What follows belongs to an exercise in optimizing a design on an open flow for small area; a production flow would make more cautious choices. In this exercise RTL edits were held to simulation tests only and were not proved equivalent to the original. Power and IR drop assume default switching activity.

// cms_trace_gate
module cms_trace_gate
#(
  parameter int XLEN         = 64,
  parameter int INSTR_WIDTH  = 32,
  parameter int NUM_RANGES   = 4,
  parameter int NUM_TRIGGERS = 2,
  parameter int TS_WIDTH     = 16,
  parameter int DECIM_WIDTH  = 8,
  parameter int DROP_WIDTH   = 16,
  parameter int CTRL_WRITE_ENABLE_POSEDGE_TRIGGERED = 1
) (
  input  logic                   clk,
  input  logic                   rst_n,
  input  logic [XLEN-1:0]        pc,
  input  logic [INSTR_WIDTH-1:0] instr,
  input  logic                   pc_valid,
  input  logic                   en,
  input  logic [3:0]             ctrl_addr,
  input  logic [XLEN-1:0]        ctrl_wdata,
  input  logic                   ctrl_write_enable,
  output logic                   out_valid,
  input  logic                   out_ready,
  output logic [XLEN-1:0]        out_pc,
  output logic [INSTR_WIDTH-1:0] out_instr,
  output logic [TS_WIDTH-1:0]    out_delta,
  output logic [DROP_WIDTH-1:0]  dropped_count,
  output logic [1:0]             gate_state
);
  cms_trace_gate_pkg::cms_gate_state_t state;
  cms_trace_gate_pkg::cms_gate_state_t state_n;
  logic                             cont_q;
  logic [DECIM_WIDTH-1:0]           decim_q;
  logic [1:0]                       index_q;
  logic                             index_lt4_q;
  logic [NUM_RANGES-1:0][XLEN-1:0]  nlo_q;
  logic [NUM_RANGES-1:0][XLEN-1:0]  nhi_q;
  logic [NUM_RANGES-1:0]            ren_q;
  logic [NUM_TRIGGERS-1:0][XLEN-1:0] ntstart_q;
  logic [NUM_TRIGGERS-1:0][XLEN-1:0] ntend_q;
  logic [NUM_TRIGGERS-1:0]          sen_q;
  logic [NUM_TRIGGERS-1:0]          een_q;
  logic [DECIM_WIDTH-1:0] dec_cnt;
  logic [DECIM_WIDTH-1:0] cnt_eff;
  logic [DECIM_WIDTH-1:0] cnt_n;
  logic [TS_WIDTH-1:0]    since_q;
  ...
Settings: LEC_CHECK=0, CAP_MARGIN=0, CORE_MARGIN=2, CORE_UTILIZATION=65, GPL_ROUTABILITY_DRIVEN=0, SLEW_MARGIN=0; clock period 6.0 ns.
standard.sh (not shown) runs the stock make flow with config.mk's settings and CLKGATE_MAP_FILE= SYNTH_SCRIPT=/design/flow/synth_recipe.tcl, a recipe that flattens the netlist after the stock synthesis.
==> flow/flow/run.sh <==
#!/bin/bash
# Layout flow: the standard ORFS flow (the standard.sh, unchanged synthesis)
# with buf_2 on the ports and a clock tree of clkbuf_8
# without dummy loads.
set -euo pipefail
cd "$(dirname "$0")/.."
export BUFFER_PORTS_ARGS="-buffer_cell sky130_fd_sc_hd__buf_2"
export CTS_ARGS="-sink_clustering_enable -repair_clock_nets -sink_clustering_size 16 -sink_clustering_max_diameter 70 -buf_list sky130_fd_sc_hd__clkbuf_8 -sink_clustering_buffer sky130_fd_sc_hd__clkbuf_8 -dont_use_dummy_load"
bash standard.sh > standard_flow.log 2>&1
Edit:
==> flow/flow/run.sh (replaced) <==
#!/bin/bash
# Layout flow: the standard ORFS flow (the standard.sh, unchanged synthesis)
# with the smallest plain buffer on the ports and a clock tree of clkbuf_8
# without dummy loads.
set -euo pipefail
cd "$(dirname "$0")/.."
export BUFFER_PORTS_ARGS="-buffer_cell sky130_fd_sc_hd__buf_1"
export CTS_ARGS="-sink_clustering_enable -repair_clock_nets -sink_clustering_size 18 -sink_clustering_max_diameter 70 -buf_list sky130_fd_sc_hd__clkbuf_8 -sink_clustering_buffer sky130_fd_sc_hd__clkbuf_8 -dont_use_dummy_load"
bash standard.sh > standard_flow.log 2>&1
Settings changed: CORE_UTILIZATION 65 to 55, GPL_ROUTABILITY_DRIVEN 0 to default, GPL_TIMING_DRIVEN from default to 0, SETUP_SLACK_MARGIN from default to 0.3.
After rerunning: The new run finished with timing, DRC and antenna clean. Sequential power is about the same. Count of clock-buffer cells in the layout went down by 10. Die area climbs by about a fifth. Final area went up slightly. Global-route usage goes down by 0.94 points. Fmax goes down by a few percent. Worst hold slack improved by 0.0098 ns. Worst setup slack gets worse by 0.38 ns. Utilization went down by 10 points.
Edit:
==> flow/flow/run.sh (replaced) <==
#!/bin/bash
# Layout flow: the standard ORFS flow (the standard.sh, unchanged synthesis)
# with buf_2 on the ports and a clock tree of clkbuf_8
# without dummy loads.
set -euo pipefail
cd "$(dirname "$0")/.."
export BUFFER_PORTS_ARGS="-buffer_cell sky130_fd_sc_hd__buf_2"
export CTS_ARGS="-sink_clustering_enable -repair_clock_nets -sink_clustering_size 16 -sink_clustering_max_diameter 70 -buf_list sky130_fd_sc_hd__clkbuf_8 -sink_clustering_buffer sky130_fd_sc_hd__clkbuf_8 -dont_use_dummy_load"
bash standard.sh > standard_flow.log 2>&1
Settings changed: CAP_MARGIN 0 to 20, GPL_TIMING_DRIVEN 0 to default, SETUP_SLACK_MARGIN 0.3 to default, SLEW_MARGIN 0 to 20.
What happened: Synthesized area does not change; setup slack improved by 0.21 ns; routed wire length decreases by 5.5%; hold slack got worse by 0.018 ns; total power went up by 1.2%; critical path depth came out lower by 2; sequential power stays flat; utilization drops by 0.28 points.
Edit:
Settings changed: CORE_UTILIZATION 55 to 70.
What happened: The new run produced a clean layout. Die area drops by about a fifth. Core utilization goes up by 17 points. Cell count is lower by a few percent. Register-to-register slack improved by 0.07 ns. Flip-flop and latch count does not change. Routed wire length climbs slightly.

* * *

the previous run:
cms_trace_gate again, from the RTL that the note above started with.
==> flow/config.mk <==
export PLATFORM = sky130hd
export DESIGN_NAME = cms_trace_gate
export DESIGN_NICKNAME = cms_trace_gate
export VERILOG_FILES = /design/flow/design.v
export SDC_FILE = /design/flow/constraint.sdc
export NUM_CORES = 4
export LEC_CHECK = 0
export CAP_MARGIN = 20
export CORE_MARGIN = 2
export CORE_UTILIZATION = 55
export SLEW_MARGIN = 20
==> flow/constraint.sdc <==
create_clock -name core_clock -period 6.0 [get_ports {clk}]
set_input_delay 1.2000 -clock core_clock [delete_from_list [all_inputs] [get_ports {clk}]]
set_output_delay 1.2000 -clock core_clock [all_outputs]
set_load 0.01 [all_outputs]
==> flow/flow/run.sh <==
#!/bin/bash
# Layout flow: the standard ORFS flow (the standard.sh, unchanged synthesis)
# with buf_4 on the input ports, buf_1 on the output ports (added right after
# global placement) and a clock tree of clkbuf_8 without dummy loads.
set -euo pipefail
cd "$(dirname "$0")/.."
export BUFFER_PORTS_ARGS="-inputs -buffer_cell sky130_fd_sc_hd__buf_4"
export POST_GLOBAL_PLACE_TCL="$PWD/flow/out_buffers.tcl"
export CTS_ARGS="-sink_clustering_enable -repair_clock_nets -sink_clustering_size 16 -sink_clustering_max_diameter 70 -buf_list sky130_fd_sc_hd__clkbuf_8 -sink_clustering_buffer sky130_fd_sc_hd__clkbuf_8 -dont_use_dummy_load"
bash standard.sh > standard_flow.log 2>&1
==> flow/flow/out_buffers.tcl <==
# Buffer every output port with the smallest plain buffer.
buffer_ports -outputs -buffer_cell sky130_fd_sc_hd__buf_1
Here is what was changed in the inputs of the current run compared with the previous run.
- changing CORE_UTILIZATION from 55 to 65
==> flow/flow/run.sh <==
#!/bin/bash
# Layout flow: the standard ORFS flow (the standard.sh, unchanged synthesis)
# with buf_2 on the ports and a clock tree of clkbuf_8
# without dummy loads.
set -euo pipefail
cd "$(dirname "$0")/.."
export BUFFER_PORTS_ARGS="-buffer_cell sky130_fd_sc_hd__buf_2"
export CTS_ARGS="-sink_clustering_enable -repair_clock_nets -sink_clustering_size 16 -sink_clustering_max_diameter 70 -buf_list sky130_fd_sc_hd__clkbuf_8 -sink_clustering_buffer sky130_fd_sc_hd__clkbuf_8 -dont_use_dummy_load"
bash standard.sh > standard_flow.log 2>&1
removed: flow/flow/out_buffers.tcl
Every run (the previous run and the current run) finished clean.
The met3 track utilization from global routing in the current run was higher than what the previous run gave.
In the current run, instance count after placement with tap cells included is lower than in the previous run.
On setup slack, the previous run loses to the current run.
Footprint of the multi-input gates across the previous run and the current run: no real change.
Comparing the current run with the previous run, the power came out essentially unchanged.
Compared with the previous run, in the current run final design instance area without fill went down; overall routed net length went down; synthesis-to-layout area growth went down; pre-CTS setup slack went up.

* * *

== before ==
cms_trace_gate again, from the RTL that the note above started with.
Settings: LEC_CHECK=0, CAP_MARGIN=20, CORE_MARGIN=2, CORE_UTILIZATION=55, SLEW_MARGIN=20; clock period 6.0 ns.
==> flow/flow/run.sh <==
#!/bin/bash
# Layout flow: the standard ORFS flow (the standard.sh, unchanged synthesis)
# with the smallest plain buffer on the ports and a clock tree of clkbuf_8
# without dummy loads.
set -euo pipefail
cd "$(dirname "$0")/.."
export BUFFER_PORTS_ARGS="-buffer_cell sky130_fd_sc_hd__buf_1"
export CTS_ARGS="-sink_clustering_enable -repair_clock_nets -sink_clustering_size 18 -sink_clustering_max_diameter 70 -buf_list sky130_fd_sc_hd__clkbuf_8 -sink_clustering_buffer sky130_fd_sc_hd__clkbuf_8 -dont_use_dummy_load"
bash standard.sh > standard_flow.log 2>&1
before: flow completed, timing, DRC and antenna clean
What after does differently from before at the input level:
- changing CAP_MARGIN from 20 to 0
- changing CORE_UTILIZATION from 55 to 65
- changing SLEW_MARGIN from 20 to 0
==> flow/flow/run.sh <==
#!/bin/bash
# Layout flow: the standard ORFS flow (the standard.sh, unchanged synthesis)
# with buf_2 on the ports and a clock tree of clkbuf_8
# without dummy loads.
set -euo pipefail
cd "$(dirname "$0")/.."
export BUFFER_PORTS_ARGS="-buffer_cell sky130_fd_sc_hd__buf_2"
export CTS_ARGS="-sink_clustering_enable -repair_clock_nets -sink_clustering_size 16 -sink_clustering_max_diameter 70 -buf_list sky130_fd_sc_hd__clkbuf_8 -sink_clustering_buffer sky130_fd_sc_hd__clkbuf_8 -dont_use_dummy_load"
bash standard.sh > standard_flow.log 2>&1
Relative to before, critical path depth has decreased by 2 in after.
after ended up with a higher count of H-tree levels built during CTS than before did.
Termination of the worst setup path = out_pc[36]: after; termination of the worst setup path = out_delta[2]: before
When after is set beside before, its final-stage net count turns out to be 90 smaller.
On overall die height: after sits below before.
Of after and before, it is after that has the lower register share of total power.
after vs. before: worst setup slack +0.54 ns; combinational power share -0.3 points; fraction of the cycle the final worst path needs -9.0 points; minimum clock period -0.54 ns.
after against before: die area -about 15%, number of clock-tree buffers in the layout grew by 9.

separate check: timing with driven ports:
The flow's constraints put no driver on any port. The routed layouts listed below were extracted and timed again, unchanged, in two steps.
Step 1 sets driving cells, clkbuf_16 on the clock port and buf_2 on the other inputs (assumed; they add their load-dependent delay and slew).
Step 2 also shifts input and output timing later by t, the mid clock arrival at the registers, as if the neighbouring blocks saw the same clock.
Slacks: no drivers / after step 1 / after step 2; pairs: no drivers / after step 1.
run	t (ns)	slack for setup (ns)	worst setup path after step 2	clock arrival spread, ns	pins driven straight from the clock port
the first run of note 1	0.734	0.654 / 0.629 / -0.104	input to register	0.043 / 0.043	1
the second run of note 1	0.806	0.272 / 0.311 / -0.495	input to register	0.052 / 0.052	1
the third run of note 1	0.743	0.478 / 0.521 / -0.222	input to register	0.050 / 0.050	1
the fourth run of note 1	0.727	0.574 / 0.601 / -0.126	input to register	0.079 / 0.078	1
the previous run	0.750	0.235 / 0.234 / -0.516	input to register	0.056 / 0.056	1
the current run	0.734	0.668 / 0.647 / -0.086	input to register	0.063 / 0.063	1
before	0.784	0.267 / 0.307 / -0.478	input to register	0.091 / 0.091	1
after	0.746	0.804 / 0.772 / 0.026	input to register	0.059 / 0.059	1
With both steps, setup timing fails in 7 of these runs, where it was met with ideal ports. For after, which loses most, drivers alone change the setup slack by -0.032 ns; drivers and shift together by -0.778 ns.
